This design comes from an exercise in tuning for small area on the open sky130 flow, not from production work. No run shown here included a check of the RTL's function; only the layout flow was run.

<file path="design/flow/config.mk">
export PLATFORM = sky130hd
export DESIGN_NAME = fft_peak_detect
export DESIGN_NICKNAME = fft_peak_detect
export VERILOG_FILES = /design/flow/design.v
export SDC_FILE = /design/flow/constraint.sdc
export NUM_CORES = 4
export LEC_CHECK = 0
export CAP_MARGIN = 20
export CORE_MARGIN = 2
export CORE_UTILIZATION = 40
export SLEW_MARGIN = 20
</file>
<file path="design/flow/constraint.sdc">
create_clock -name core_clock -period 10.0 [get_ports {sys_clk}]
set_input_delay 2.0000 -clock core_clock [delete_from_list [all_inputs] [get_ports {sys_clk}]]
set_output_delay 2.0000 -clock core_clock [all_outputs]
set_load 0.01 [all_outputs]
</file>
<file path="design/flow/design.v">
`default_nettype none
package fft_peak_detect_pkg;
  localparam int FPD_DATA_W = 16;
  localparam int FPD_IDX_W  = 10;
  typedef enum logic [1:0] {
    ST_IDLE   = 2'd0,
    ST_ACCUM  = 2'd1,
    ST_DRAIN  = 2'd2,
    ST_REPORT = 2'd3
  } fpd_state_e;
endpackage
`default_nettype wire
`default_nettype none
module fft_mag2_pipe
#(
  parameter int DATA_W = fft_peak_detect_pkg::FPD_DATA_W
) (
  input  logic [DATA_W-1:0]     in_re,
  input  logic [DATA_W-1:0]     in_im,
  output logic [2*DATA_W-1:0]   out_pow
);
  wire [15:0] a = in_re;
  wire [15:0] b = in_im;
  wire w0 = a[0] & a[1];
  wire w1 = a[0] & a[2];
  wire w2 = a[0] & a[3];
  wire w3 = a[0] & a[4];
  wire w4 = a[0] & a[5];
  wire w5 = a[0] & a[6];
  wire w6 = a[0] & a[7];
  wire w7 = a[0] & a[8];
  wire w8 = a[0] & a[9];
  wire w9 = a[0] & a[10];
  wire w10 = a[0] & a[11];
  wire w11 = a[0] & a[12];
  wire w12 = a[0] & a[13];
  wire w13 = a[0] & a[14];
  wire w14 = ~(a[15] & a[0]);
  wire w15 = a[1] & a[2];
  wire w16 = a[1] & a[3];
  wire w17 = a[1] & a[4];
  wire w18 = a[1] & a[5];
  wire w19 = a[1] & a[6];
  wire w20 = a[1] & a[7];
  wire w21 = a[1] & a[8];
  wire w22 = a[1] & a[9];
  wire w23 = a[1] & a[10];
  wire w24 = a[1] & a[11];
  wire w25 = a[1] & a[12];
  wire w26 = a[1] & a[13];
  wire w27 = a[1] & a[14];
  wire w28 = ~(a[15] & a[1]);
  wire w29 = a[2] & a[3];
  wire w30 = a[2] & a[4];
  wire w31 = a[2] & a[5];
  wire w32 = a[2] & a[6];
  wire w33 = a[2] & a[7];
  wire w34 = a[2] & a[8];
  wire w35 = a[2] & a[9];
  wire w36 = a[2] & a[10];
  wire w37 = a[2] & a[11];
  wire w38 = a[2] & a[12];
  wire w39 = a[2] & a[13];
  wire w40 = a[2] & a[14];
  wire w41 = ~(a[15] & a[2]);
  wire w42 = a[3] & a[4];
  wire w43 = a[3] & a[5];
  wire w44 = a[3] & a[6];
  wire w45 = a[3] & a[7];
  wire w46 = a[3] & a[8];
  wire w47 = a[3] & a[9];
  wire w48 = a[3] & a[10];
  wire w49 = a[3] & a[11];
  wire w50 = a[3] & a[12];
  wire w51 = a[3] & a[13];
  wire w52 = a[3] & a[14];
  wire w53 = ~(a[15] & a[3]);
  wire w54 = a[4] & a[5];
  wire w55 = a[4] & a[6];
  wire w56 = a[4] & a[7];
  wire w57 = a[4] & a[8];
  wire w58 = a[4] & a[9];
  wire w59 = a[4] & a[10];
  wire w60 = a[4] & a[11];
  wire w61 = a[4] & a[12];
  wire w62 = a[4] & a[13];
  wire w63 = a[4] & a[14];
  wire w64 = ~(a[15] & a[4]);
  wire w65 = a[5] & a[6];
  wire w66 = a[5] & a[7];
  wire w67 = a[5] & a[8];
  wire w68 = a[5] & a[9];
  wire w69 = a[5] & a[10];
  wire w70 = a[5] & a[11];
  wire w71 = a[5] & a[12];
  wire w72 = a[5] & a[13];
  wire w73 = a[5] & a[14];
  wire w74 = ~(a[15] & a[5]);
  wire w75 = a[6] & a[7];
  wire w76 = a[6] & a[8];
  wire w77 = a[6] & a[9];
  wire w78 = a[6] & a[10];
  wire w79 = a[6] & a[11];
  wire w80 = a[6] & a[12];
  wire w81 = a[6] & a[13];
  wire w82 = a[6] & a[14];
  wire w83 = ~(a[15] & a[6]);
  wire w84 = a[7] & a[8];
  wire w85 = a[7] & a[9];
  wire w86 = a[7] & a[10];
  wire w87 = a[7] & a[11];
  wire w88 = a[7] & a[12];
  wire w89 = a[7] & a[13];
  wire w90 = a[7] & a[14];
  wire w91 = ~(a[15] & a[7]);
  wire w92 = a[8] & a[9];
  wire w93 = a[8] & a[10];
  wire w94 = a[8] & a[11];
  wire w95 = a[8] & a[12];
  wire w96 = a[8] & a[13];
  wire w97 = a[8] & a[14];
  wire w98 = ~(a[15] & a[8]);
  wire w99 = a[9] & a[10];
  wire w100 = a[9] & a[11];
  wire w101 = a[9] & a[12];
  wire w102 = a[9] & a[13];
  wire w103 = a[9] & a[14];
  wire w104 = ~(a[15] & a[9]);
  wire w105 = a[10] & a[11];
  wire w106 = a[10] & a[12];
  wire w107 = a[10] & a[13];
  wire w108 = a[10] & a[14];
  wire w109 = ~(a[15] & a[10]);
  wire w110 = a[11] & a[12];
  wire w111 = a[11] & a[13];
  wire w112 = a[11] & a[14];
  wire w113 = ~(a[15] & a[11]);
  wire w114 = a[12] & a[13];
  wire w115 = a[12] & a[14];
  wire w116 = ~(a[15] & a[12]);
  wire w117 = a[13] & a[14];
  wire w118 = ~(a[15] & a[13]);
  wire w119 = ~(a[15] & a[14]);
  wire w120 = b[0] & b[1];
  wire w121 = b[0] & b[2];
  wire w122 = b[0] & b[3];
  wire w123 = b[0] & b[4];
  wire w124 = b[0] & b[5];
  wire w125 = b[0] & b[6];
  wire w126 = b[0] & b[7];
  wire w127 = b[0] & b[8];
  wire w128 = b[0] & b[9];
  wire w129 = b[0] & b[10];
  wire w130 = b[0] & b[11];
  wire w131 = b[0] & b[12];
  wire w132 = b[0] & b[13];
  wire w133 = b[0] & b[14];
  wire w134 = ~(b[15] & b[0]);
  wire w135 = b[1] & b[2];
  wire w136 = b[1] & b[3];
  wire w137 = b[1] & b[4];
  wire w138 = b[1] & b[5];
  wire w139 = b[1] & b[6];
  wire w140 = b[1] & b[7];
  wire w141 = b[1] & b[8];
  wire w142 = b[1] & b[9];
  wire w143 = b[1] & b[10];
  wire w144 = b[1] & b[11];
  wire w145 = b[1] & b[12];
  wire w146 = b[1] & b[13];
  wire w147 = b[1] & b[14];
  wire w148 = ~(b[15] & b[1]);
  wire w149 = b[2] & b[3];
  wire w150 = b[2] & b[4];
  wire w151 = b[2] & b[5];
  wire w152 = b[2] & b[6];
  wire w153 = b[2] & b[7];
  wire w154 = b[2] & b[8];
  wire w155 = b[2] & b[9];
  wire w156 = b[2] & b[10];
  wire w157 = b[2] & b[11];
  wire w158 = b[2] & b[12];
  wire w159 = b[2] & b[13];
  wire w160 = b[2] & b[14];
  wire w161 = ~(b[15] & b[2]);
  wire w162 = b[3] & b[4];
  wire w163 = b[3] & b[5];
  wire w164 = b[3] & b[6];
  wire w165 = b[3] & b[7];
  wire w166 = b[3] & b[8];
  wire w167 = b[3] & b[9];
  wire w168 = b[3] & b[10];
  wire w169 = b[3] & b[11];
  wire w170 = b[3] & b[12];
  wire w171 = b[3] & b[13];
  wire w172 = b[3] & b[14];
  wire w173 = ~(b[15] & b[3]);
  wire w174 = b[4] & b[5];
  wire w175 = b[4] & b[6];
  wire w176 = b[4] & b[7];
  wire w177 = b[4] & b[8];
  wire w178 = b[4] & b[9];
  wire w179 = b[4] & b[10];
  wire w180 = b[4] & b[11];
  wire w181 = b[4] & b[12];
  wire w182 = b[4] & b[13];
  wire w183 = b[4] & b[14];
  wire w184 = ~(b[15] & b[4]);
  wire w185 = b[5] & b[6];
  wire w186 = b[5] & b[7];
  wire w187 = b[5] & b[8];
  wire w188 = b[5] & b[9];
  wire w189 = b[5] & b[10];
  wire w190 = b[5] & b[11];
  wire w191 = b[5] & b[12];
  wire w192 = b[5] & b[13];
  wire w193 = b[5] & b[14];
  wire w194 = ~(b[15] & b[5]);
  wire w195 = b[6] & b[7];
  wire w196 = b[6] & b[8];
  wire w197 = b[6] & b[9];
  wire w198 = b[6] & b[10];
  wire w199 = b[6] & b[11];
  wire w200 = b[6] & b[12];
  wire w201 = b[6] & b[13];
  wire w202 = b[6] & b[14];
  wire w203 = ~(b[15] & b[6]);
  wire w204 = b[7] & b[8];
  wire w205 = b[7] & b[9];
  wire w206 = b[7] & b[10];
  wire w207 = b[7] & b[11];
  wire w208 = b[7] & b[12];
  wire w209 = b[7] & b[13];
  wire w210 = b[7] & b[14];
  wire w211 = ~(b[15] & b[7]);
  wire w212 = b[8] & b[9];
  wire w213 = b[8] & b[10];
  wire w214 = b[8] & b[11];
  wire w215 = b[8] & b[12];
  wire w216 = b[8] & b[13];
  wire w217 = b[8] & b[14];
  wire w218 = ~(b[15] & b[8]);
  wire w219 = b[9] & b[10];
  wire w220 = b[9] & b[11];
  wire w221 = b[9] & b[12];
  wire w222 = b[9] & b[13];
  wire w223 = b[9] & b[14];
  wire w224 = ~(b[15] & b[9]);
  wire w225 = b[10] & b[11];
  wire w226 = b[10] & b[12];
  wire w227 = b[10] & b[13];
  wire w228 = b[10] & b[14];
  wire w229 = ~(b[15] & b[10]);
  wire w230 = b[11] & b[12];
  wire w231 = b[11] & b[13];
  wire w232 = b[11] & b[14];
  wire w233 = ~(b[15] & b[11]);
  wire w234 = b[12] & b[13];
  wire w235 = b[12] & b[14];
  wire w236 = ~(b[15] & b[12]);
  wire w237 = b[13] & b[14];
  wire w238 = ~(b[15] & b[13]);
  wire w239 = ~(b[15] & b[14]);
  wire w240 = w10 ^ w23;
  wire w241 = w10 & w23;
  wire w242, w243;
  assign {w243, w242} = w12 + w25 + w37;
  wire w244 = w48 ^ w58;
  wire w245 = w48 & w58;
  wire w246, w247;
  assign {w247, w246} = w13 + w26 + w38;
  wire w248 = w49 ^ w59;
  wire w249 = w49 & w59;
  wire w250, w251;
  assign {w251, w250} = w14 + w27 + w39;
  wire w252, w253;
  assign {w253, w252} = w50 + w60 + w69;
  wire w254, w255;
  assign {w255, w254} = w77 + w84 + a[8];
  wire w256 = w134 ^ w147;
  wire w257 = w134 & w147;
  wire w258, w259;
  assign {w259, w258} = w28 + w40 + w51;
  wire w260, w261;
  assign {w261, w260} = w61 + w70 + w78;
  wire w262, w263;
  assign {w263, w262} = w85 + w148 + w160;
  wire w264, w265;
  assign {w265, w264} = w41 + w52 + w62;
  wire w266, w267;
  assign {w267, w266} = w71 + w79 + w86;
  wire w268, w269;
  assign {w269, w268} = w92 + a[9] + w161;
  wire w270, w271;
  assign {w271, w270} = w53 + w63 + w72;
  wire w272, w273;
  assign {w273, w272} = w64 + w73 + w81;
  wire w274 = w6 ^ w19;
  wire w275 = w6 & w19;
  wire w276, w277;
  assign {w277, w276} = w8 + w21 + w33;
  wire w278 = w44 ^ w54;
  wire w279 = w44 & w54;
  wire w280, w281;
  assign {w281, w280} = w9 + w22 + w34;
  wire w282 = w45 ^ w55;
  wire w283 = w45 & w55;
  wire w284, w285;
  assign {w285, w284} = w35 + w46 + w56;
  wire w286, w287;
  assign {w287, w286} = w65 + a[6] + w130;
  wire w288, w289;
  assign {w289, w288} = w143 + w155 + w166;
  wire w290, w291;
  assign {w291, w290} = w11 + w24 + w36;
  wire w292, w293;
  assign {w293, w292} = w47 + w57 + w66;
  wire w294, w295;
  assign {w295, w294} = w131 + w144 + w156;
  wire w296 = w167 ^ w177;
  wire w297 = w167 & w177;
  wire w298, w299;
  assign {w299, w298} = w67 + w75 + a[7];
  wire w300, w301;
  assign {w301, w300} = w132 + w145 + w157;
  wire w302, w303;
  assign {w303, w302} = w168 + w178 + w187;
  wire w304, w305;
  assign {w305, w304} = w195 + b[7] + w242;
  wire w306, w307;
  assign {w307, w306} = w68 + w76 + w133;
  wire w308, w309;
  assign {w309, w308} = w146 + w158 + w169;
  wire w310, w311;
  assign {w311, w310} = w179 + w188 + w196;
  wire w312, w313;
  assign {w313, w312} = w246 + w248 + w243;
  wire w314, w315;
  assign {w315, w314} = w159 + w170 + w180;
  wire w316, w317;
  assign {w317, w316} = w189 + w197 + w204;
  wire w318, w319;
  assign {w319, w318} = b[8] + w250 + w252;
  wire w320, w321;
  assign {w321, w320} = w254 + w256 + w247;
  wire w322, w323;
  assign {w323, w322} = w171 + w181 + w190;
  wire w324, w325;
  assign {w325, w324} = w198 + w205 + 1'b1;
  wire w326, w327;
  assign {w327, w326} = w258 + w260 + w262;
  wire w328, w329;
  assign {w329, w328} = w251 + w253 + w255;
  wire w330, w331;
  assign {w331, w330} = w172 + w182 + w191;
  wire w332, w333;
  assign {w333, w332} = w199 + w206 + w212;
  wire w334, w335;
  assign {w335, w334} = b[9] + w264 + w266;
  wire w336, w337;
  assign {w337, w336} = w268 + w259 + w261;
  wire w338, w339;
  assign {w339, w338} = w80 + w87 + w93;
  wire w340, w341;
  assign {w341, w340} = w173 + w183 + w192;
  wire w342, w343;
  assign {w343, w342} = w200 + w207 + w213;
  wire w344, w345;
  assign {w345, w344} = w270 + w265 + w267;
  wire w346, w347;
  assign {w347, w346} = w88 + w94 + w99;
  wire w348, w349;
  assign {w349, w348} = a[10] + w184 + w193;
  wire w350, w351;
  assign {w351, w350} = w201 + w208 + w214;
  wire w352, w353;
  assign {w353, w352} = w219 + b[10] + w272;
  wire w354, w355;
  assign {w355, w354} = w74 + w82 + w89;
  wire w356, w357;
  assign {w357, w356} = w95 + w100 + w194;
  wire w358, w359;
  assign {w359, w358} = w202 + w209 + w215;
  wire w360, w361;
  assign {w361, w360} = w83 + w90 + w96;
  wire w362, w363;
  assign {w363, w362} = w101 + w105 + a[11];
  wire w364, w365;
  assign {w365, w364} = w203 + w210 + w216;
  wire w366, w367;
  assign {w367, w366} = w91 + w97 + w102;
  wire w368, w369;
  assign {w369, w368} = w98 + w103 + w107;
  wire w370, w371;
  assign {w371, w370} = w4 + w17 + w29;
  wire w372 = w5 ^ w18;
  wire w373 = w5 & w18;
  wire w374, w375;
  assign {w375, w374} = w31 + w42 + a[4];
  wire w376, w377;
  assign {w377, w376} = w126 + w139 + w151;
  wire w378, w379;
  assign {w379, w378} = w7 + w20 + w32;
  wire w380, w381;
  assign {w381, w380} = w43 + w127 + w140;
  wire w382 = w152 ^ w163;
  wire w383 = w152 & w163;
  wire w384, w385;
  assign {w385, w384} = a[5] + w128 + w141;
  wire w386, w387;
  assign {w387, w386} = w153 + w164 + w174;
  wire w388, w389;
  assign {w389, w388} = b[5] + w276 + w278;
  wire w390, w391;
  assign {w391, w390} = w129 + w142 + w154;
  wire w392, w393;
  assign {w393, w392} = w165 + w175 + w280;
  wire w394, w395;
  assign {w395, w394} = w282 + w277 + w279;
  wire w396, w397;
  assign {w397, w396} = w176 + w185 + b[6];
  wire w398, w399;
  assign {w399, w398} = w240 + w284 + w286;
  wire w400, w401;
  assign {w401, w400} = w288 + w281 + w283;
  wire w402, w403;
  assign {w403, w402} = w186 + w241 + w290;
  wire w404, w405;
  assign {w405, w404} = w292 + w294 + w296;
  wire w406, w407;
  assign {w407, w406} = w285 + w287 + w289;
  wire w408, w409;
  assign {w409, w408} = w244 + w298 + w300;
  wire w410, w411;
  assign {w411, w410} = w302 + w304 + w291;
  wire w412, w413;
  assign {w413, w412} = w293 + w295 + w297;
  wire w414, w415;
  assign {w415, w414} = w245 + w306 + w308;
  wire w416, w417;
  assign {w417, w416} = w310 + w312 + w299;
  wire w418, w419;
  assign {w419, w418} = w301 + w303 + w305;
  wire w420, w421;
  assign {w421, w420} = w249 + w314 + w316;
  wire w422, w423;
  assign {w423, w422} = w318 + w320 + w307;
  wire w424, w425;
  assign {w425, w424} = w309 + w311 + w313;
  wire w426, w427;
  assign {w427, w426} = w257 + w322 + w324;
  wire w428, w429;
  assign {w429, w428} = w326 + w328 + w315;
  wire w430, w431;
  assign {w431, w430} = w317 + w319 + w321;
  wire w432, w433;
  assign {w433, w432} = w263 + w330 + w332;
  wire w434, w435;
  assign {w435, w434} = w334 + w336 + w323;
  wire w436, w437;
  assign {w437, w436} = w325 + w327 + w329;
  wire w438, w439;
  assign {w439, w438} = w269 + w338 + w340;
  wire w440, w441;
  assign {w441, w440} = w342 + w344 + w331;
  wire w442, w443;
  assign {w443, w442} = w333 + w335 + w337;
  wire w444, w445;
  assign {w445, w444} = w271 + w346 + w348;
  wire w446, w447;
  assign {w447, w446} = w350 + w352 + w339;
  wire w448, w449;
  assign {w449, w448} = w341 + w343 + w345;
  wire w450, w451;
  assign {w451, w450} = w220 + w273 + w354;
  wire w452, w453;
  assign {w453, w452} = w356 + w358 + w347;
  wire w454, w455;
  assign {w455, w454} = w349 + w351 + w353;
  wire w456, w457;
  assign {w457, w456} = w221 + w225 + b[11];
  wire w458, w459;
  assign {w459, w458} = w360 + w362 + w364;
  wire w460, w461;
  assign {w461, w460} = w355 + w357 + w359;
  wire w462, w463;
  assign {w463, w462} = w106 + w211 + w217;
  wire w464, w465;
  assign {w465, w464} = w222 + w226 + w366;
  wire w466, w467;
  assign {w467, w466} = w361 + w363 + w365;
  wire w468, w469;
  assign {w469, w468} = w110 + a[12] + w218;
  wire w470, w471;
  assign {w471, w470} = w223 + w227 + w230;
  wire w472, w473;
  assign {w473, w472} = b[12] + w368 + w367;
  wire w474, w475;
  assign {w475, w474} = w104 + w108 + w111;
  wire w476, w477;
  assign {w477, w476} = w224 + w228 + w231;
  wire w478, w479;
  assign {w479, w478} = w109 + w112 + w114;
  wire w480, w481;
  assign {w481, w480} = a[13] + w229 + w232;
  wire w482, w483;
  assign {w483, w482} = w2 + w15 + a[2];
  wire w484 = w3 ^ w16;
  wire w485 = w3 & w16;
  wire w486, w487;
  assign {w487, w486} = a[3] + w124 + w137;
  wire w488 = w149 ^ b[3];
  wire w489 = w149 & b[3];
  wire w490, w491;
  assign {w491, w490} = w30 + w125 + w138;
  wire w492, w493;
  assign {w493, w492} = w150 + w372 + w371;
  wire w494, w495;
  assign {w495, w494} = w162 + b[4] + w274;
  wire w496, w497;
  assign {w497, w496} = w374 + w376 + w373;
  wire w498, w499;
  assign {w499, w498} = w275 + w378 + w380;
  wire w500, w501;
  assign {w501, w500} = w382 + w375 + w377;
  wire w502, w503;
  assign {w503, w502} = w384 + w386 + w388;
  wire w504, w505;
  assign {w505, w504} = w379 + w381 + w383;
  wire w506, w507;
  assign {w507, w506} = w390 + w392 + w394;
  wire w508, w509;
  assign {w509, w508} = w385 + w387 + w389;
  wire w510, w511;
  assign {w511, w510} = w396 + w398 + w400;
  wire w512, w513;
  assign {w513, w512} = w391 + w393 + w395;
  wire w514, w515;
  assign {w515, w514} = w402 + w404 + w406;
  wire w516, w517;
  assign {w517, w516} = w397 + w399 + w401;
  wire w518, w519;
  assign {w519, w518} = w408 + w410 + w412;
  wire w520, w521;
  assign {w521, w520} = w403 + w405 + w407;
  wire w522, w523;
  assign {w523, w522} = w414 + w416 + w418;
  wire w524, w525;
  assign {w525, w524} = w409 + w411 + w413;
  wire w526, w527;
  assign {w527, w526} = w420 + w422 + w424;
  wire w528, w529;
  assign {w529, w528} = w415 + w417 + w419;
  wire w530, w531;
  assign {w531, w530} = w426 + w428 + w430;
  wire w532, w533;
  assign {w533, w532} = w421 + w423 + w425;
  wire w534, w535;
  assign {w535, w534} = w432 + w434 + w436;
  wire w536, w537;
  assign {w537, w536} = w427 + w429 + w431;
  wire w538, w539;
  assign {w539, w538} = w438 + w440 + w442;
  wire w540, w541;
  assign {w541, w540} = w433 + w435 + w437;
  wire w542, w543;
  assign {w543, w542} = w444 + w446 + w448;
  wire w544, w545;
  assign {w545, w544} = w439 + w441 + w443;
  wire w546, w547;
  assign {w547, w546} = w450 + w452 + w454;
  wire w548, w549;
  assign {w549, w548} = w445 + w447 + w449;
  wire w550, w551;
  assign {w551, w550} = w456 + w458 + w460;
  wire w552, w553;
  assign {w553, w552} = w451 + w453 + w455;
  wire w554, w555;
  assign {w555, w554} = w462 + w464 + w466;
  wire w556, w557;
  assign {w557, w556} = w457 + w459 + w461;
  wire w558, w559;
  assign {w559, w558} = w468 + w470 + w472;
  wire w560, w561;
  assign {w561, w560} = w463 + w465 + w467;
  wire w562, w563;
  assign {w563, w562} = w369 + w474 + w476;
  wire w564, w565;
  assign {w565, w564} = w469 + w471 + w473;
  wire w566, w567;
  assign {w567, w566} = w234 + b[13] + w478;
  wire w568, w569;
  assign {w569, w568} = w480 + w475 + w477;
  wire w570, w571;
  assign {w571, w570} = w113 + w115 + w233;
  wire w572, w573;
  assign {w573, w572} = w235 + w479 + w481;
  wire w574, w575;
  assign {w575, w574} = w116 + w117 + a[14];
  wire w576, w577;
  assign {w577, w576} = w236 + w237 + b[14];
  wire w578 = w0 ^ a[1];
  wire w579 = w0 & a[1];
  wire w580 = w122 ^ w135;
  wire w581 = w122 & w135;
  wire w582, w583;
  assign {w583, w582} = w123 + w136 + w484;
  wire w584, w585;
  assign {w585, w584} = w370 + w486 + w488;
  wire w586, w587;
  assign {w587, w586} = w490 + w492 + w487;
  wire w588, w589;
  assign {w589, w588} = w494 + w496 + w491;
  wire w590, w591;
  assign {w591, w590} = w498 + w500 + w495;
  wire w592, w593;
  assign {w593, w592} = w502 + w504 + w499;
  wire w594, w595;
  assign {w595, w594} = w506 + w508 + w503;
  wire w596, w597;
  assign {w597, w596} = w510 + w512 + w507;
  wire w598, w599;
  assign {w599, w598} = w514 + w516 + w511;
  wire w600, w601;
  assign {w601, w600} = w518 + w520 + w515;
  wire w602, w603;
  assign {w603, w602} = w522 + w524 + w519;
  wire w604, w605;
  assign {w605, w604} = w526 + w528 + w523;
  wire w606, w607;
  assign {w607, w606} = w530 + w532 + w527;
  wire w608, w609;
  assign {w609, w608} = w534 + w536 + w531;
  wire w610, w611;
  assign {w611, w610} = w538 + w540 + w535;
  wire w612, w613;
  assign {w613, w612} = w542 + w544 + w539;
  wire w614, w615;
  assign {w615, w614} = w546 + w548 + w543;
  wire w616, w617;
  assign {w617, w616} = w550 + w552 + w547;
  wire w618, w619;
  assign {w619, w618} = w554 + w556 + w551;
  wire w620, w621;
  assign {w621, w620} = w558 + w560 + w555;
  wire w622, w623;
  assign {w623, w622} = w562 + w564 + w559;
  wire w624, w625;
  assign {w625, w624} = w566 + w568 + w563;
  wire w626, w627;
  assign {w627, w626} = w570 + w572 + w567;
  wire w628, w629;
  assign {w629, w628} = w574 + w576 + w571;
  wire w630, w631;
  assign {w631, w630} = w118 + w238 + w575;
  wire w632, w633;
  assign {w633, w632} = w119 + a[15] + w239;
  wire w634 = w120 ^ b[1];
  wire w635 = w120 & b[1];
  wire w636, w637;
  assign {w637, w636} = w1 + w121 + w579;
  wire w638, w639;
  assign {w639, w638} = b[2] + w482 + w580;
  wire w640, w641;
  assign {w641, w640} = w483 + w582 + w581;
  wire w642, w643;
  assign {w643, w642} = w485 + w584 + w583;
  wire w644, w645;
  assign {w645, w644} = w489 + w586 + w585;
  wire w646, w647;
  assign {w647, w646} = w493 + w588 + w587;
  wire w648, w649;
  assign {w649, w648} = w497 + w590 + w589;
  wire w650, w651;
  assign {w651, w650} = w501 + w592 + w591;
  wire w652, w653;
  assign {w653, w652} = w505 + w594 + w593;
  wire w654, w655;
  assign {w655, w654} = w509 + w596 + w595;
  wire w656, w657;
  assign {w657, w656} = w513 + w598 + w597;
  wire w658, w659;
  assign {w659, w658} = w517 + w600 + w599;
  wire w660, w661;
  assign {w661, w660} = w521 + w602 + w601;
  wire w662, w663;
  assign {w663, w662} = w525 + w604 + w603;
  wire w664, w665;
  assign {w665, w664} = w529 + w606 + w605;
  wire w666, w667;
  assign {w667, w666} = w533 + w608 + w607;
  wire w668, w669;
  assign {w669, w668} = w537 + w610 + w609;
  wire w670, w671;
  assign {w671, w670} = w541 + w612 + w611;
  wire w672, w673;
  assign {w673, w672} = w545 + w614 + w613;
  wire w674, w675;
  assign {w675, w674} = w549 + w616 + w615;
  wire w676, w677;
  assign {w677, w676} = w553 + w618 + w617;
  wire w678, w679;
  assign {w679, w678} = w557 + w620 + w619;
  wire w680, w681;
  assign {w681, w680} = w561 + w622 + w621;
  wire w682, w683;
  assign {w683, w682} = w565 + w624 + w623;
  wire w684, w685;
  assign {w685, w684} = w569 + w626 + w625;
  wire w686, w687;
  assign {w687, w686} = w573 + w628 + w627;
  wire w688, w689;
  assign {w689, w688} = w577 + w630 + w629;
  wire w690, w691;
  assign {w691, w690} = b[15] + w632 + w631;
  wire [31:0] ra = {w633, w690, w688, w686, w684, w682, w680, w678, w676, w674, w672, w670, w668, w666, w664, w662, w660, w658, w656, w654, w652, w650, w648, w646, w644, w642, w640, w638, w636, w578, 1'b0, a[0]};
  wire [31:0] rb = {w691, w689, w687, w685, w683, w681, w679, w677, w675, w673, w671, w669, w667, w665, w663, w661, w659, w657, w655, w653, w651, w649, w647, w645, w643, w641, w639, w637, w635, w634, 1'b0, b[0]};
  assign out_pow = ra + rb;
endmodule
`default_nettype wire
`default_nettype none
module fft_peak_detect
#(
  parameter int DATA_W = fft_peak_detect_pkg::FPD_DATA_W,
  parameter int FFT_N  = 1024,
  parameter int IDX_W  = fft_peak_detect_pkg::FPD_IDX_W
) (
  input  logic                sys_clk,
  input  logic                sys_rst,
  input  logic [DATA_W-1:0]   s_re,
  input  logic [DATA_W-1:0]   s_im,
  input  logic                s_valid,
  input  logic                s_last,
  output logic                s_ready,
  output logic [IDX_W-1:0]    peak_idx,
  output logic [2*DATA_W-1:0] peak_pow,
  output logic                peak_valid,
  output logic                frame_err,
  output logic                busy
);
  localparam int PW = 2 * DATA_W;
  logic             en_q, post_q, bad_q;
  logic [IDX_W-1:0] cnt_q, run_idx_q, peak_idx_q;
  logic [PW-1:0]    run_pow_q, peak_pow_q;
  logic             w_accept, w_at_end, w_last, w_elig, w_first, w_hit, w_load;
  logic [PW-1:0]    w_pow;
  assign w_accept = s_valid & s_ready;
  assign w_at_end = &cnt_q;
  assign w_last   = w_accept & (s_last | w_at_end);
  assign w_elig   = ~cnt_q[IDX_W-1] & (|cnt_q);
  assign w_first  = (cnt_q == IDX_W'(1));
  fft_mag2_pipe #(.DATA_W(DATA_W)) u_mag2 (
    .in_re   (s_re),
    .in_im   (s_im),
    .out_pow (w_pow)
  );
  assign w_hit  = w_accept & w_elig & (w_first | (w_pow > run_pow_q));
  assign w_load = post_q & (cnt_q == IDX_W'(FFT_N - 2)) & ~bad_q;
  always_ff @(posedge sys_clk) begin
    if (w_hit) begin
      run_pow_q <= w_pow;
      run_idx_q <= w_first ? IDX_W'(|w_pow) : cnt_q;
    end
    if (!post_q) bad_q <= ~(s_last & w_at_end);
  end
  always_ff @(posedge sys_clk or negedge sys_rst) begin
    if (!sys_rst) begin
      en_q       <= 1'b0;
      post_q     <= 1'b0;
      cnt_q      <= '0;
      peak_idx_q <= '0;
      peak_pow_q <= '0;
    end else begin
      en_q <= 1'b1;
      if (w_last) begin
        post_q <= 1'b1;
        cnt_q  <= IDX_W'(FFT_N - 4);
      end else if (post_q | w_accept) begin
        cnt_q <= cnt_q + IDX_W'(1);
        if (w_at_end) post_q <= 1'b0;
      end
      if (w_load) begin
        peak_idx_q <= run_idx_q;
        peak_pow_q <= run_pow_q;
      end
    end
  end
  assign s_ready    = en_q & ~post_q;
  assign busy       = post_q | (|cnt_q);
  assign peak_valid = post_q & w_at_end & ~bad_q;
  assign frame_err  = post_q & w_at_end & bad_q;
  assign peak_idx   = peak_idx_q;
  assign peak_pow   = peak_pow_q;
endmodule
`default_nettype wire
</file>
<file path="design/flow/flow/run.sh">
#!/bin/bash
# Standard synthesis, then a netlist clean-up (flow/faflip.py: full adders
# flipped to cancel inverters, single-load inverters folded into their
# driver), then the standard layout from floorplan on, with plain buf_1
# port buffers.
set -euo pipefail
RES=orfs/results/sky130hd/fft_peak_detect/base
bash standard.sh synth > synth.log 2>&1
cp $RES/1_2_yosys.v yosys_std.v
python3 flow/faflip.py yosys_std.v $RES/1_2_yosys.v > faflip.log 2>&1
rm -f $RES/1_synth.odb
export BUFFER_PORTS_ARGS="-buffer_cell sky130_fd_sc_hd__buf_1"
bash standard.sh > layout.log 2>&1
</file>
<file path="design/flow/flow/faflip.py">
#!/usr/bin/env python3
"""Netlist clean-up after synthesis: flips full adders (FA is self-dual,
FA(~a,~b,~c) = ~FA(a,b,c)) to cancel inverters around them, then folds
single-load inverters into the gate that drives them.

usage: faflip.py IN.v OUT.v
"""
import re, sys

PRE = 'sky130_fd_sc_hd__'
src = open(sys.argv[1]).read()

m = re.search(r'^module\s+(\w+)\s*\((.*?)\);', src, re.S | re.M)
ports = set(p.strip() for p in m.group(2).split(','))
inst_re = re.compile(r'^(\s*)(' + PRE + r'\w+)\s+(\S+)\s*\((.*?)\);\n', re.S | re.M)
pin_re = re.compile(r'\.(\w+)\(([^()]*)\)')

cells = {}   # name -> [type, {pin: net}]
order = []
first = None
for mm in inst_re.finditer(src):
    if first is None:
        first = mm.start()
    t, n, body = mm.group(2), mm.group(3), mm.group(4)
    pins = {p: v.strip() for p, v in pin_re.findall(body)}
    cells[n] = [t[len(PRE):], pins]
    order.append(n)
last = list(inst_re.finditer(src))[-1].end()
head, tail = src[:first], src[last:]
assert 'assign' not in tail and 'assign' not in head, 'assign statements not handled'

OUT = {'X', 'Y', 'Q', 'Q_N', 'SUM', 'COUT', 'HI', 'LO'}


def is_port_net(net):
    return net.split('[')[0].strip() in ports


def build():
    drv, loads = {}, {}
    for n, (t, pins) in cells.items():
        for p, v in pins.items():
            if p in OUT:
                drv[v] = (n, p)
            else:
                loads.setdefault(v, []).append((n, p))
    return drv, loads


cnt = [0]
newnets = []


def newnet():
    cnt[0] += 1
    nn = '_ff%d_' % cnt[0]
    newnets.append(nn)
    return nn


def new_inv(a, y):
    cnt[0] += 1
    nm = '_ffi%d_' % cnt[0]
    cells[nm] = ['inv_1', {'A': a, 'Y': y}]
    return nm


def is_inv(n):
    return n in cells and cells[n][0] in ('inv_1', 'clkinv_1')


def cleanup():
    """Remove inverters without loads, and bypass inverter pairs."""
    changed = True
    while changed:
        changed = False
        drv, loads = build()
        for n in list(cells):
            if n not in cells or not is_inv(n):
                continue
            y = cells[n][1]['Y']
            if not loads.get(y) and not is_port_net(y):
                del cells[n]
                changed = True
                continue
            a = cells[n][1]['A']
            d = drv.get(a)
            # inv -> inv: loads of the second may use the first's input.
            if d and is_inv(d[0]) and not is_port_net(y):
                orig = cells[d[0]][1]['A']
                for (ln, lp) in loads.get(y, []):
                    cells[ln][1][lp] = orig
                del cells[n]
                changed = True
                drv, loads = build()


def ninv():
    return sum(1 for n in cells if is_inv(n))


def flip(f):
    drv, loads = build()
    t, pins = cells[f]
    for p in ('A', 'B', 'CIN'):
        v = pins[p]
        d = drv.get(v)
        if d and is_inv(d[0]):
            pins[p] = cells[d[0]][1]['A']
        else:
            # reuse an inverter of this net if there is one
            inv = [ln for (ln, lp) in loads.get(v, []) if is_inv(ln)]
            if inv:
                pins[p] = cells[inv[0]][1]['Y']
            else:
                nn = newnet()
                new_inv(v, nn)
                pins[p] = nn
    for p in ('SUM', 'COUT'):
        o = pins[p]
        on = newnet()
        pins[p] = on
        rest = []
        for (ln, lp) in loads.get(o, []):
            if is_inv(ln) and not is_port_net(cells[ln][1]['Y']):
                y = cells[ln][1]['Y']
                _, l2 = drv, loads
                for (mn, mp) in loads.get(y, []):
                    cells[mn][1][mp] = on
                del cells[ln]
            else:
                rest.append((ln, lp))
        if rest or is_port_net(o):
            new_inv(on, o)


import copy
cleanup()
base = ninv()
print('inverters at start:', base, file=sys.stderr)
improved = True
while improved:
    improved = False
    for f in [n for n in list(cells) if cells.get(n, [''])[0] == 'fa_1']:
        save = copy.deepcopy(cells)
        flip(f)
        cleanup()
        k = ninv()
        if k < base:
            base = k
            improved = True
        else:
            cells.clear()
            cells.update(save)
print('inverters after flips:', base, file=sys.stderr)

# Fold a single-load inverter into the simple gate that drives it.
COMP = {'and2_1': 'nand2_1', 'nand2_1': 'and2_1', 'or2_1': 'nor2_1', 'nor2_1': 'or2_1',
        'xor2_1': 'xnor2_1', 'xnor2_1': 'xor2_1', 'and3_1': 'nand3_1', 'nand3_1': 'and3_1',
        'or3_1': 'nor3_1', 'nor3_1': 'or3_1', 'and4_1': 'nand4_1', 'nand4_1': 'and4_1',
        'or4_1': 'nor4_1', 'nor4_1': 'or4_1', 'inv_1': None}
folded = 0
drv, loads = build()
for n in list(cells):
    if n not in cells or not is_inv(n):
        continue
    a = cells[n][1]['A']
    d = drv.get(a)
    if not d or d[0] not in cells or is_port_net(a) or len(loads.get(a, [])) != 1:
        continue
    g = cells[d[0]]
    if g[0] not in COMP or COMP[g[0]] is None:
        continue
    outp = 'Y' if 'Y' in g[1] else 'X'
    newt = COMP[g[0]]
    newout = 'Y' if newt.startswith('n') or newt.startswith('xn') else 'X'
    if newt.startswith('xnor'):
        newout = 'Y'
    if newt.startswith('xor'):
        newout = 'X'
    y = cells[n][1]['Y']
    del g[1][outp]
    g[1][newout] = y
    g[0] = newt
    del cells[n]
    folded += 1
    drv, loads = build()
print('folded into gates:', folded, 'inverters left:', ninv(), file=sys.stderr)

# Write out.
used = set()
for t, pins in cells.values():
    used.update(pins.values())
decl = ''.join('  wire %s;\n' % w for w in newnets if w in used)
body = []
for n in order + [k for k in cells if k not in order]:
    if n not in cells:
        continue
    t, pins = cells[n]
    body.append('  %s%s %s (\n%s\n  );\n' % (PRE, t, n, ',\n'.join('    .%s(%s)' % (p, v) for p, v in pins.items())))
open(sys.argv[2], 'w').write(head.rstrip(' ') + decl + ''.join(body) + tail)
</file>
<file path="design/flow/standard.sh">
#!/bin/bash
# synth_recipe.tcl (not shown) runs the flow's synth.tcl, then flattens the netlist and writes it again
# the make line also repeats each setting of config.mk as NAME=value (left out here)
make -C /OpenROAD-flow-scripts/flow DESIGN_CONFIG=/design/flow/config.mk WORK_HOME=/design/flow/orfs CLKGATE_MAP_FILE= SYNTH_SCRIPT=/design/flow/synth_recipe.tcl "${@:-finish}"
</file>
==> results of run 1 <==
==> flow_summary.json, run 1 <==
{
  "status": "did not finish",
  "lastStage": "netlist read-in after synthesis (1_synth)",
  "error_message": "[ERROR STA-0171] /design/flow/orfs/results/sky130hd/fft_peak_detect/base/1_2_yosys.v line 1703, syntax error",
  "ys_warn_count": 1
}
==> run 2, diff against run 1 <==
--- a/design/flow/flow/faflip.py
+++ b/design/flow/flow/faflip.py
@@ -198,4 +198,4 @@
         continue
     t, pins = cells[n]
-    body.append('  %s%s %s (\n%s\n  );\n' % (PRE, t, n, ',\n'.join('    .%s(%s)' % (p, v) for p, v in pins.items())))
+    body.append('  %s%s %s (\n%s\n  );\n' % (PRE, t, n, ',\n'.join('    .%s(%s%s)' % (p, v, ' ' if v.startswith('\\') else '') for p, v in pins.items())))
 open(sys.argv[2], 'w').write(head.rstrip(' ') + decl + ''.join(body) + tail)
==> run 2 against run 1 <==
Now clean on timing, DRC and antenna.
==> flow_summary.json, run 2 <==
{
  "status": "complete, no violations",
  "die_width_um": 179,
  "layout.nets": 1631,
  "grt_pass1_vias": 9575,
  "placed_area_sq_mm": 0.0132,
  "antenna_found_initial": 0,
  "mostFrequentLayoutCells": "sky130_fd_sc_hd__fa_1, sky130_fd_sc_hd__nand2_1, sky130_fd_sc_hd__inv_1, sky130_fd_sc_hd__and2_1",
  "holdCritStartpoint": "peak_pow_q[7]$_DFFE_PN0P_",
  "synth_area_sq_mm": 0.0122,
  "floorplan.die.height_um": 179,
  "endpoint_type_of_the_worst_setup_path": "flip-flop",
  "transition_time_of_the_tightest_slew_check_pin_ns": 0.849,
  "drt_wl_total_um": 31700,
  "detailedPlacementHpwl_um": 25800,
  "worst_skew_pair.late_latency_ns": 0.34,
  "critPathMostFrequentCell": "sky130_fd_sc_hd__fa_1",
  "drc_errors": 0,
  "antenna_cell_count": 0,
  "fp-row-count": 64,
  "mapped_cells": 1224,
  "worstReg2RegStart": "cnt_q[7]$_DFFE_PN0P_",
  "required_time_of_the_worst_setup_path_ns": 10.04,
  "numCtsBuffers": 9,
  "slowest_stage": "sky130_fd_sc_hd__fa_1",
  "routed-via-count": 8993,
  "start_kind": "input port",
  "largest_net_degree_at_the_start_of_global_routing": 55,
  "synth_area_per_cell_sq_um": 10.0,
  "cts_post_setup_buffers_inserted": 0,
  "ff2ff_setup_slack_ns": 6.78,
  "report.final.slew_viol_count": 0,
  "wire_length_of_the_first_global_routing_pass_um": 51500,
  "placeableCoreArea_sq_mm": 0.0303,
  "setup_repair_after_global_routing_missed_its_margin": "false",
  "worst_ep_arrival_time_ns": 9.50,
  "io_buffers": 81,
  "grt_overflow": 0,
  "final_cells": 1705,
  "area.growth.synth_to_final_pct": 9.77,
  "fmax_mhz": 106,
  "layout_cell_share_with_drive_strength_beyond_1_pct": 6.95,
  "path_class": "in2reg",
  "timing.critical_path.max_delay_family": "adder cells",
  "layout_setup_ws_ns": 0.538,
  "dr.first_iter.drc_count": 629,
  "worstReg2RegEnd": "run_idx_q[0]$_DFFE_PP_",
  "place_worst_setup_slack_ns": 0.293,
  "numPlacedInstances": 1689,
  "worst_clock_skew_ns": 0.00574,
  "hold_path.class": "reg2reg",
  "drt-pass1-iter-count": 8,
  "critPathBufInv": 3,
  "synth_fp_nets": 1551,
  "final_common_cell": "sky130_fd_sc_hd__fa_1",
  "maxCapViolations": 0,
  "reg.largest.list": "peak_pow_q: 32 flops, run_pow_q: 32 flops",
  "setup_total_neg_slack_ns": 0,
  "cts_root_buffer": "sky130_fd_sc_hd__clkbuf_16",
  "endpoint_of_the_worst_hold_path": "peak_pow_q[7]$_DFFE_PN0P_",
  "layout_min_cycle_time_ns": 9.46,
  "rr_worst_depth": 8,
  "boundaryPins": 82,
  "maximum_fanout_along_the_worst_path": 29,
  "ys_warn_count": 1,
  "clkTransAtPathRegs_ns": 0.07,
  "drt.antenna.violating_nets": 0,
  "routedWlPerCell_um": 18.6,
  "cts-htree-levels": 3,
  "timing.final.hold_violations": 0,
  "max-clock-path-buffers": 2,
  "design_area_sq_mm": 0.0134,
  "report.final.setup_viol": 0,
  "cts_resized": 0,
  "critical-path-max-stage-delay_ns": 0.59,
  "final.period_utilization_pct": 94.6,
  "cts_tree": "built",
  "initial_core_util_pct": 40.3,
  "sequence_of_cells_on_the_critical_path": "buf_1, nand2_1, fa_1, fa_1, fa_1, fa_1, fa_1, fa_1, inv_1, ha_1, a21oi_1, o21ai_0, or3_1, o21ai_0, a41oi_1, xnor2_1, ha_1, nand4_1, nor4_1, a21oi_1, a21oi_4, buf_12",
  "numClockSinks": 97,
  "hold_depth": 2,
  "ctsHoldBuffers": 0,
  "globalplace.congestion": 0.908,
  "max-slew-margin-rel_pct": 43.1,
  "gr-usage-all-layers_pct": 21.0,
  "vias_per_cell": 5.27,
  "area_enclosed_by_the_die_boundary_sq_mm": 0.0320
}
-- run 2: worst max-delay path by stage --
stage          startpoint                    endpoint  slack [ns]  depth (start not counted)
3_3_place_gp     s_re[13]  run_idx_q[2]$_SDFFCE_PN0P_        0.50                         22
3_5_place_dp     s_re[13]  run_idx_q[2]$_SDFFCE_PN0P_        0.29                         22
5_1_grt          s_re[13]     run_pow_q[12]$_DFFE_PP_        0.13                         22
4_1_cts          s_re[13]  run_idx_q[2]$_SDFFCE_PN0P_        0.62                         22
6_report         s_re[13]  run_idx_q[2]$_SDFFCE_PN0P_        0.54                         22
2_1_floorplan    s_re[11]      run_idx_q[0]$_DFFE_PP_        0.55                         23
-- run 2: tightest hold or removal path, stage by stage (launching register included) --
cell,delay [ns]
sky130_fd_sc_hd__dfrtp_1,0.34
sky130_fd_sc_hd__nand2_1,0.04
sky130_fd_sc_hd__o21ai_0,0.06
-- run 2: layout make-up --
class                      count  area (sq um)
timing repair buffer         126           656
multi-input combinational    927          8830
inverter                     143           537
fill                        2923         16900
sequential                    97          2640
clock buffer                  11           233
tap                          396           495
clock inverter                 5          38.8
-- run 2: per-stage QoR --
step                hold WS [ns]  utilization (%)
floorplan                  0.455                -
global placement           0.460             43.4
detailed placement         0.464             43.4
CTS                        0.481             44.3
global route               0.490             44.3
finish                     0.476             44.3
-- run 2: routing by layer --
metal,up-vias,share of wire (%),routed length (um),GRT usage [%]
met4,0,2.1,662,5.08
met2,288,50,15800,36.5
met3,48,6.2,1960,3.33
met5,-,0,0,0
met1,4563,42,13300,27.3
li1,4094,-,-,-
==> run 3, diff against run 2 <==
--- a/design/flow/flow/faflip.py
+++ b/design/flow/flow/faflip.py
@@ -100,4 +100,14 @@
 
 
+COMP = {'and2_1': 'nand2_1', 'nand2_1': 'and2_1', 'or2_1': 'nor2_1', 'nor2_1': 'or2_1',
+        'xor2_1': 'xnor2_1', 'xnor2_1': 'xor2_1', 'and3_1': 'nand3_1', 'nand3_1': 'and3_1',
+        'or3_1': 'nor3_1', 'nor3_1': 'or3_1', 'and4_1': 'nand4_1', 'nand4_1': 'and4_1',
+        'or4_1': 'nor4_1', 'nor4_1': 'or4_1', 'inv_1': None}
+
+
+def outpin(t):
+    return 'X' if t.startswith(('and', 'or', 'xor', 'buf', 'clkbuf')) else 'Y'
+
+
 def flip(f):
     drv, loads = build()
@@ -108,4 +118,10 @@
         if d and is_inv(d[0]):
             pins[p] = cells[d[0]][1]['A']
+        elif (d and COMP.get(cells[d[0]][0]) and len(loads.get(v, [])) == 1
+              and not is_port_net(v)):
+            g = cells[d[0]]
+            del g[1][outpin(g[0])]
+            g[0] = COMP[g[0]]
+            g[1][outpin(g[0])] = v
         else:
             # reuse an inverter of this net if there is one
@@ -135,29 +151,157 @@
 
 
-import copy
+import copy, random
+
+
+def ha_fix():
+    """HA(~x, ~y) = (x ^ y, ~(x | y)): xor2 + nor2, the same area, two inverters gone."""
+    n_fixed = 0
+    drv, loads = build()
+    for n in list(cells):
+        if n not in cells or cells[n][0] != 'ha_1':
+            continue
+        pins = cells[n][1]
+        da, db = drv.get(pins['A']), drv.get(pins['B'])
+        if not (da and db and is_inv(da[0]) and is_inv(db[0])):
+            continue
+        x, y = cells[da[0]][1]['A'], cells[db[0]][1]['A']
+        del cells[n]
+        cnt[0] += 1
+        if 'SUM' in pins:
+            cells['_ffx%d_' % cnt[0]] = ['xor2_1', {'A': x, 'B': y, 'X': pins['SUM']}]
+        if 'COUT' in pins:
+            cells['_ffn%d_' % cnt[0]] = ['nor2_1', {'A': x, 'B': y, 'Y': pins['COUT']}]
+        n_fixed += 1
+        drv, loads = build()
+    cleanup()
+    return n_fixed
+
+
+AREA = {}
+_cur = None
+for _line in open('/OpenROAD-flow-scripts/flow/platforms/sky130hd/lib/sky130_fd_sc_hd__tt_025C_1v80.lib'):
+    _m = re.match(r'\s*cell\s*\(\s*"?(\w+)"?\s*\)', _line)
+    if _m:
+        _cur = _m.group(1)
+    _m = re.match(r'\s*area\s*:\s*([\d.]+)', _line)
+    if _m and _cur:
+        AREA[_cur[len(PRE):]] = float(_m.group(1))
+        _cur = None
+
+
+def cost():
+    return sum(AREA[t] for t, _ in cells.values()) - 3.75 * free_invs()
+
+
+def free_invs():
+    """Inverters, not counting those that only feed half adders whose both
+    inputs are inverted (ha_fix removes them)."""
+    drv, loads = build()
+    k = 0
+    for n in cells:
+        if not is_inv(n):
+            continue
+        ls = loads.get(cells[n][1]['Y'], [])
+        free = bool(ls) and not is_port_net(cells[n][1]['Y'])
+        for (ln, lp) in ls:
+            if cells[ln][0] != 'ha_1':
+                free = False
+                break
+            other = cells[ln][1]['B' if lp == 'A' else 'A']
+            d = drv.get(other)
+            if not (d and is_inv(d[0])):
+                free = False
+                break
+        if free:
+            k += 1
+    return k
+
+
 cleanup()
-base = ninv()
-print('inverters at start:', base, file=sys.stderr)
-improved = True
-while improved:
-    improved = False
-    for f in [n for n in list(cells) if cells.get(n, [''])[0] == 'fa_1']:
+base = cost()
+print('inverters at start:', ninv(), 'area', base, file=sys.stderr)
+random.seed(1)
+fas = [n for n in cells if cells[n][0] == 'fa_1']
+
+
+def components():
+    """Two-colour the full adders: an inverter between two adders asks for
+    different colours. Returns [(members, colour)] per connected group."""
+    drv, loads = build()
+    adj = {f: [] for f in fas}
+    for f in fas:
+        for p in ('A', 'B', 'CIN'):
+            v = cells[f][1][p]
+            k = 0
+            d = drv.get(v)
+            while d and is_inv(d[0]):
+                k += 1
+                d = drv.get(cells[d[0]][1]['A'])
+            if d and cells[d[0]][0] == 'fa_1':
+                adj[f].append((d[0], k & 1))
+                adj[d[0]].append((f, k & 1))
+    col, comps = {}, []
+    for f in fas:
+        if f in col:
+            continue
+        col[f] = 0
+        q, mem = [f], [f]
+        while q:
+            u = q.pop()
+            for (w, par) in adj[u]:
+                if w not in col:
+                    col[w] = col[u] ^ par
+                    q.append(w)
+                    mem.append(w)
+        comps.append(mem)
+    return comps, col
+
+
+comps, col = components()
+print('adder groups:', len(comps), [len(c) for c in comps][:10], file=sys.stderr)
+for mem in comps:
+    results = []
+    for want in (0, 1):
+        save = copy.deepcopy(cells)
+        for f in mem:
+            if col[f] == want:
+                flip(f)
+                cleanup()
+        results.append((cost(), want))
+        cells.clear()
+        cells.update(save)
+    k, want = min(results)
+    if k < base:
+        for f in mem:
+            if col[f] == want:
+                flip(f)
+                cleanup()
+        base = cost()
+print('after colouring:', ninv(), base, file=sys.stderr)
+best = copy.deepcopy(cells)
+best_k = base
+for rnd in range(6):
+    random.shuffle(fas)
+    for f in fas:
         save = copy.deepcopy(cells)
         flip(f)
         cleanup()
-        k = ninv()
-        if k < base:
+        k = cost()
+        # accept ties in the first rounds to leave local minima
+        if k < base or (k == base and rnd < 3):
             base = k
-            improved = True
         else:
             cells.clear()
             cells.update(save)
-print('inverters after flips:', base, file=sys.stderr)
+        if base < best_k:
+            best_k = base
+            best = copy.deepcopy(cells)
+    print('round', rnd, 'inverters', ninv(), 'area', base, file=sys.stderr)
+cells.clear()
+cells.update(best)
+print('inverters after flips:', ninv(), file=sys.stderr)
+print('half adders on two inverted inputs rebuilt:', ha_fix(), 'inverters', ninv(), file=sys.stderr)
 
 # Fold a single-load inverter into the simple gate that drives it.
-COMP = {'and2_1': 'nand2_1', 'nand2_1': 'and2_1', 'or2_1': 'nor2_1', 'nor2_1': 'or2_1',
-        'xor2_1': 'xnor2_1', 'xnor2_1': 'xor2_1', 'and3_1': 'nand3_1', 'nand3_1': 'and3_1',
-        'or3_1': 'nor3_1', 'nor3_1': 'or3_1', 'and4_1': 'nand4_1', 'nand4_1': 'and4_1',
-        'or4_1': 'nor4_1', 'nor4_1': 'or4_1', 'inv_1': None}
 folded = 0
 drv, loads = build()
--- a/design/flow/config.mk
+++ b/design/flow/config.mk
@@ -6,6 +6,9 @@
 export NUM_CORES = 4
 export LEC_CHECK = 0
-export CAP_MARGIN = 20
+export CAP_MARGIN = 0
 export CORE_MARGIN = 2
-export CORE_UTILIZATION = 40
-export SLEW_MARGIN = 20
+export CORE_UTILIZATION = 65
+export CTS_BUF_LIST = sky130_fd_sc_hd__clkbuf_16
+export CTS_CLUSTER_DIAMETER = 150
+export CTS_CLUSTER_SIZE = 40
+export SLEW_MARGIN = 0
==> run 3 against run 2 <==
Non-clock buffer count is the same. Fmax increased by 1.9%. Core utilization rose by 28 points. Hold slack lost 0.0020 ns. Clock skew rose by 0.0012 ns. Via count is 0.68% higher. Clock-buffer cell count is 1 lower. Routed wire length is 7.4% lower. First-iteration DRC count decreased by 1.4%. Flip-flop and latch count did not move. Global-route usage is 12 points higher. Critical endpoint is now run_pow_q[0]$_DFFE_PP_. Highest routed layer unchanged.
==> flow_summary.json, run 3 <==
{
  "status": "complete, no violations",
  "worst_clock_skew_ns": 0.00693,
  "report.final.setup_viol": 0,
  "layout.nets": 1584,
  "dr.first_iter.drc_count": 620,
  "vias_per_cell": 5.95,
  "numCtsBuffers": 9,
  "area.growth.synth_to_final_pct": 8.22,
  "routed-via-count": 9054,
  "route.met2.wl_um": 14100,
  "area_enclosed_by_the_die_boundary_sq_mm": 0.0194,
  "antenna_found_initial": 1,
  "transition_time_of_the_tightest_slew_check_pin_ns": 0.798,
  "grt_pass1_vias": 9697,
  "clkTransAtPathRegs_ns": 0.06,
  "gr-usage-all-layers_pct": 32.7,
  "setup_repair_after_global_routing_missed_its_margin": "false",
  "drc_errors": 0,
  "place_worst_setup_slack_ns": 0.482,
  "grt_overflow": 0,
  "timing.critical_path.max_delay_family": "adder cells",
  "maximum_fanout_along_the_worst_path": 28,
  "cts_resized": 0,
  "synth_area_per_cell_sq_um": 9.86,
  "layout_min_cycle_time_ns": 9.28,
  "cts-htree-levels": 3,
  "worst_skew_pair.late_latency_ns": 0.34,
  "final.period_utilization_pct": 92.8,
  "ys_warn_count": 1,
  "fillerInstances": 1372,
  "drt_wl_total_um": 29400,
  "layout_setup_ws_ns": 0.716,
  "antenna_cell_count": 0,
  "maxCapViolations": 0,
  "worst_ep_arrival_time_ns": 9.29,
  "reg.largest.list": "peak_pow_q: 32 flops, run_pow_q: 32 flops",
  "ctsHoldBuffers": 0,
  "cts_post_setup_buffers_inserted": 0,
  "io_buffers": 81,
  "endpoint_type_of_the_worst_setup_path": "flip-flop",
  "placeableCoreArea_sq_mm": 0.0180,
  "timing.final.hold_violations": 0,
  "wire_length_of_the_first_global_routing_pass_um": 49500,
  "final_common_cell": "sky130_fd_sc_hd__nand2_1",
  "sequence_of_cells_on_the_critical_path": "buf_1, inv_1, or2_1, fa_1, fa_1, fa_1, fa_1, fa_1, xor2_1, and3_1, nand3_1, o22a_1, a21oi_1, o21ai_0, a41oi_1, xnor2_1, ha_1, nand4_1, nor4_1, a21oi_1, a21oi_4, buf_4",
  "initial_core_util_pct": 66.3,
  "wl_met1_um": 12000,
  "largest_net_degree_at_the_start_of_global_routing": 61,
  "critPathMostFrequentCell": "sky130_fd_sc_hd__fa_1",
  "required_time_of_the_worst_setup_path_ns": 10.01,
  "detailedPlacementHpwl_um": 24100,
  "critical-path-max-stage-delay_ns": 0.59,
  "max-clock-path-buffers": 2,
  "fmax_mhz": 108,
  "cts_root_buffer": "sky130_fd_sc_hd__clkbuf_16",
  "synth_area_sq_mm": 0.0119,
  "start_kind": "input port",
  "report.final.slew_viol_count": 0,
  "drt.antenna.violating_nets": 0,
  "fp-row-count": 49,
  "synth_fp_nets": 1504,
  "hold_path.class": "reg2reg",
  "numClockSinks": 97,
  "slowest_stage": "sky130_fd_sc_hd__fa_1",
  "mapped_cells": 1208,
  "critPathBufInv": 3,
  "dr_wl_met3_um": 2170,
  "max_layer_used": "met4",
  "die_width_um": 139,
  "boundaryPins": 82,
  "routedWlPerCell_um": 19.3,
  "drt-pass1-iter-count": 5,
  "layout_cell_share_with_drive_strength_beyond_1_pct": 6.88,
  "floorplan.die.height_um": 139,
  "setup_total_neg_slack_ns": 0,
  "mostFrequentLayoutCells": "sky130_fd_sc_hd__nand2_1, sky130_fd_sc_hd__fa_1, sky130_fd_sc_hd__inv_1, sky130_fd_sc_hd__buf_1, sky130_fd_sc_hd__nor2_1",
  "max-slew-margin-rel_pct": 46.5,
  "globalplace.congestion": 0.952,
  "cts_tree": "built",
  "path_class": "in2reg"
}
## run 3: tightest hold or removal path, cell delays in order (launching register included)
cell and delay [ns]:
sky130_fd_sc_hd__dfrtp_1 0.34, sky130_fd_sc_hd__nand2_1 0.05, sky130_fd_sc_hd__o21ai_0 0.06
## run 3: metrics by stage
stage	hold slack (ns)	std cells	util, %	instance area [sq um]
after detailed placement	0.468	1506	70.3	12600
final	0.474	1522	71.8	12900
after floorplan	0.455	1208	-	11900
after global routing	0.489	1522	71.8	12900
after CTS	0.482	1522	71.8	12900
after global placement	0.461	1506	70.3	12600
## run 3: path summary, 6_finish.rpt
path / from / end / slack [ns] / cells past startpoint
min: peak_pow_q[4]$_DFFE_PN0P_ / peak_pow_q[4]$_DFFE_PN0P_ / 0.47 / 2
max in group asynchronous: sys_rst / peak_pow_q[26]$_DFFE_PN0P_ / 7.77 / 2
max: s_re[10] / run_pow_q[0]$_DFFE_PP_ / 0.72 / 22
min in group asynchronous: sys_rst / peak_idx_q[4]$_DFFE_PN0P_ / 1.77 / 2
min reg2reg: peak_pow_q[4]$_DFFE_PN0P_ / peak_pow_q[4]$_DFFE_PN0P_ / 0.47 / 2
max reg2reg: cnt_q[7]$_DFFE_PN0P_ / run_idx_q[0]$_DFFE_PP_ / 6.64 / 8
## run 3: layout make-up
cell class              count  area, sq um  share of cell area, %
clock buffers              10          250                   1.94
well taps                 229          287                   2.22
multi-input cells         958         8690                   67.4
clock inverters             6         26.3                  0.204
inverters                  96          360                   2.79
repair buffers            126          643                   4.99
flip-flops and latches     97         2640                   20.5
## run 3: routing by layer
metal	vias up	track usage, %
met1	4569	44.7
met4	0	10.8
li1	4060	-
met5	-	0
met2	351	53.6
met3	74	6.37
==> run 4, diff against run 3 <==
--- a/design/flow/config.mk
+++ b/design/flow/config.mk
@@ -9,6 +9,4 @@
 export CORE_MARGIN = 2
 export CORE_UTILIZATION = 65
-export CTS_BUF_LIST = sky130_fd_sc_hd__clkbuf_16
-export CTS_CLUSTER_DIAMETER = 150
-export CTS_CLUSTER_SIZE = 40
+export CTS_BUF_LIST = sky130_fd_sc_hd__clkbuf_8
 export SLEW_MARGIN = 0
==> run 4 against run 3 <==
Register-to-register slack about the same. Core utilization shrank 0.48 points. Largest cell class unchanged. Critical path type unchanged. Routed wire length down 0.68%. Flip-flop and latch count unchanged. Clock skew is 0.0037 ns higher. Synthesized cell count unchanged. Hold slack improved by 0.0042 ns.
==> flow_summary.json, run 4 <==
{
  "status": "complete, no violations",
  "cts_root_buffer": "sky130_fd_sc_hd__clkbuf_8",
  "report.final.slew_viol_count": 0,
  "die_width_um": 139,
  "worst_skew_pair.late_latency_ns": 0.37,
  "cts-htree-levels": 3,
  "worst_hold_margin_ns": 0.478,
  "drt.antenna.violating_nets": 0,
  "clkTransAtPathRegs_ns": 0.08,
  "max-clock-path-buffers": 2,
  "wire_length_of_the_first_global_routing_pass_um": 49400,
  "worstReg2RegStart": "cnt_q[7]$_DFFE_PN0P_",
  "timing.critical_path.max_delay_family": "adder cells",
  "largest_net_degree_at_the_start_of_global_routing": 61,
  "layout_cell_share_with_drive_strength_beyond_1_pct": 6.96,
  "place_worst_setup_slack_ns": 0.482,
  "routed-via-count": 8991,
  "initial_core_util_pct": 66.3,
  "ff_latch_area_sq_mm": 0.00264,
  "fp-row-count": 49,
  "numCtsBuffers": 9,
  "maximum_fanout_along_the_worst_path": 28,
  "antenna_found_initial": 1,
  "synth_area_per_cell_sq_um": 9.86,
  "cts_tree": "built",
  "worst_ep_arrival_time_ns": 9.28,
  "slowest_stage": "sky130_fd_sc_hd__fa_1",
  "mostFrequentLayoutCells": "sky130_fd_sc_hd__nand2_1, sky130_fd_sc_hd__fa_1, sky130_fd_sc_hd__inv_1, sky130_fd_sc_hd__buf_1, sky130_fd_sc_hd__nor2_1",
  "ys_warn_count": 1,
  "globalplace.congestion": 0.952,
  "layout.nets": 1584,
  "routedWlPerCell_um": 19.2,
  "setup_repair_after_global_routing_missed_its_margin": "false",
  "setup_total_neg_slack_ns": 0,
  "gr-usage-all-layers_pct": 32.7,
  "drc_errors": 0,
  "report.final.setup_viol": 0,
  "path_class": "in2reg",
  "dr.first_iter.drc_count": 617,
  "endpoint_type_of_the_worst_setup_path": "flip-flop",
  "floorplan.die.height_um": 139,
  "required_time_of_the_worst_setup_path_ns": 10.04,
  "synth_fp_nets": 1504,
  "crit_path_start": "s_re[10]",
  "final_common_cell": "sky130_fd_sc_hd__nand2_1",
  "holdCritStartpoint": "peak_pow_q[4]$_DFFE_PN0P_",
  "ctsHoldBuffers": 0,
  "grt_overflow": 0,
  "critical-path-max-stage-delay_ns": 0.59,
  "grt_pass1_vias": 9679,
  "transition_time_of_the_tightest_slew_check_pin_ns": 0.810,
  "reg.largest.list": "peak_pow_q: 32 flops, run_pow_q: 32 flops",
  "max-slew-margin-rel_pct": 45.8,
  "critPathMostFrequentCell": "sky130_fd_sc_hd__fa_1",
  "mapped_cells": 1208,
  "drt_wl_total_um": 29200,
  "sequence_of_cells_on_the_critical_path": "buf_1, inv_1, or2_1, fa_1, fa_1, fa_1, fa_1, fa_1, xor2_1, and3_1, nand3_1, o22a_1, a21oi_1, o21ai_0, a41oi_1, xnor2_1, ha_1, nand4_1, nor4_1, a21oi_1, a21oi_4, buf_4",
  "start_kind": "input port",
  "antenna_cell_count": 0,
  "placeableCoreArea_sq_mm": 0.0180,
  "cts_post_setup_buffers_inserted": 0,
  "design_area_sq_mm": 0.0128,
  "area.growth.synth_to_final_pct": 7.50,
  "hold_path.class": "reg2reg",
  "timing.final.hold_violations": 0,
  "boundaryPins": 82,
  "multi_input_combinational_cell_area_sq_mm": 0.00869,
  "fmax_mhz": 108,
  "fillerInstances": 1390,
  "worst_clock_skew_ns": 0.0106,
  "vias_per_cell": 5.91,
  "layout_min_cycle_time_ns": 9.24,
  "detailedPlacementHpwl_um": 24100,
  "placed_area_sq_mm": 0.0126,
  "synth_area_sq_mm": 0.0119,
  "final.period_utilization_pct": 92.4,
  "numClockSinks": 97,
  "maxCapViolations": 0,
  "drt-pass1-iter-count": 5,
  "area_enclosed_by_the_die_boundary_sq_mm": 0.0194,
  "cts_resized": 0,
  "layout_setup_ws_ns": 0.761,
  "io_buffers": 81,
  "critPathBufInv": 3
}
==> run 4: layout make-up <==
type	instances	share of cell area [%]
Timing Repair Buffer	126	5.02
Multi-Input combinational cell	958	67.8
Clock buffer	10	1.07
Clock inverter	6	0.410
Sequential cell	97	20.6
Tap cell	229	2.24
Inverter	96	2.81
==> run 4: final timing paths <==
check                                                   to  slack, ns  cells after the start
worst max-delay path                run_pow_q[2]$_DFFE_PP_       0.76                     22
worst min-delay path             peak_pow_q[4]$_DFFE_PN0P_       0.48                      2
worst max register to register      run_idx_q[0]$_DFFE_PP_       6.63                      8
worst min register to register   peak_pow_q[4]$_DFFE_PN0P_       0.48                      2
max in group asynchronous       peak_pow_q[25]$_DFFE_PN0P_       7.80                      2
min in group asynchronous        peak_idx_q[4]$_DFFE_PN0P_       1.73                      2
==> run 4: worst min-delay path, cell delays in order (launching register included) <==
cell and delay, ns:
sky130_fd_sc_hd__dfrtp_1 0.35, sky130_fd_sc_hd__nand2_1 0.05, sky130_fd_sc_hd__o21ai_0 0.06
==> run 4: through the flow <==
step                      std cells  util, %
after detailed placement       1506     70.3
after floorplan                1208        -
after global routing           1522     71.3
after CTS                      1522     71.3
final                          1522     71.3
after global placement         1506     70.3
==> run 4: routing by layer <==
layer / track usage (%) / vias to the layer above / part of all wire (%)
met5: 0 / - / 0
li1: - / 4056 / -
met4: 11.5 / 0 / 3.6
met1: 44.7 / 4536 / 41
met3: 6.50 / 78 / 6.9
met2: 53.1 / 321 / 48

what the ideal ports hide:
No port has a modelled driver above. Below, the same layouts with a new extraction and two added sets of constraints. Step 1 sets driving cells, clkbuf_16 on the clock port and buf_2 on the other inputs (assumed; they add their load-dependent delay and slew). Step 2, shift: input delay + t, output delay - t, t = (earliest + latest rising clock arrival at the registers) / 2. This alone moves slack from input paths to output paths. Slacks: ideal / step 1 / step 2; pairs: ideal / step 1.
| run | t (ns) | setup WS [ns] | worst hold slack (ns) | clock arrival spread, ns | slew at the worst register clock pin (ns) |
|---|---|---|---|---|---|
| run 2 | 0.373 | 0.538 / 0.553 / 0.179 | 0.476 / 0.476 / 0.476 | 0.006 / 0.005 | 0.07 / 0.07 |
| run 3 | 0.380 | 0.716 / 0.732 / 0.353 | 0.474 / 0.474 / 0.474 | 0.007 / 0.007 | 0.07 / 0.07 |
| run 4 | 0.398 | 0.761 / 0.770 / 0.373 | 0.478 / 0.478 / 0.478 | 0.011 / 0.011 | 0.09 / 0.09 |
After both steps every run listed still meets setup and hold. The setup slack of run 4, which loses most, moves by +0.009 ns with the drivers and by -0.388 ns with both steps.
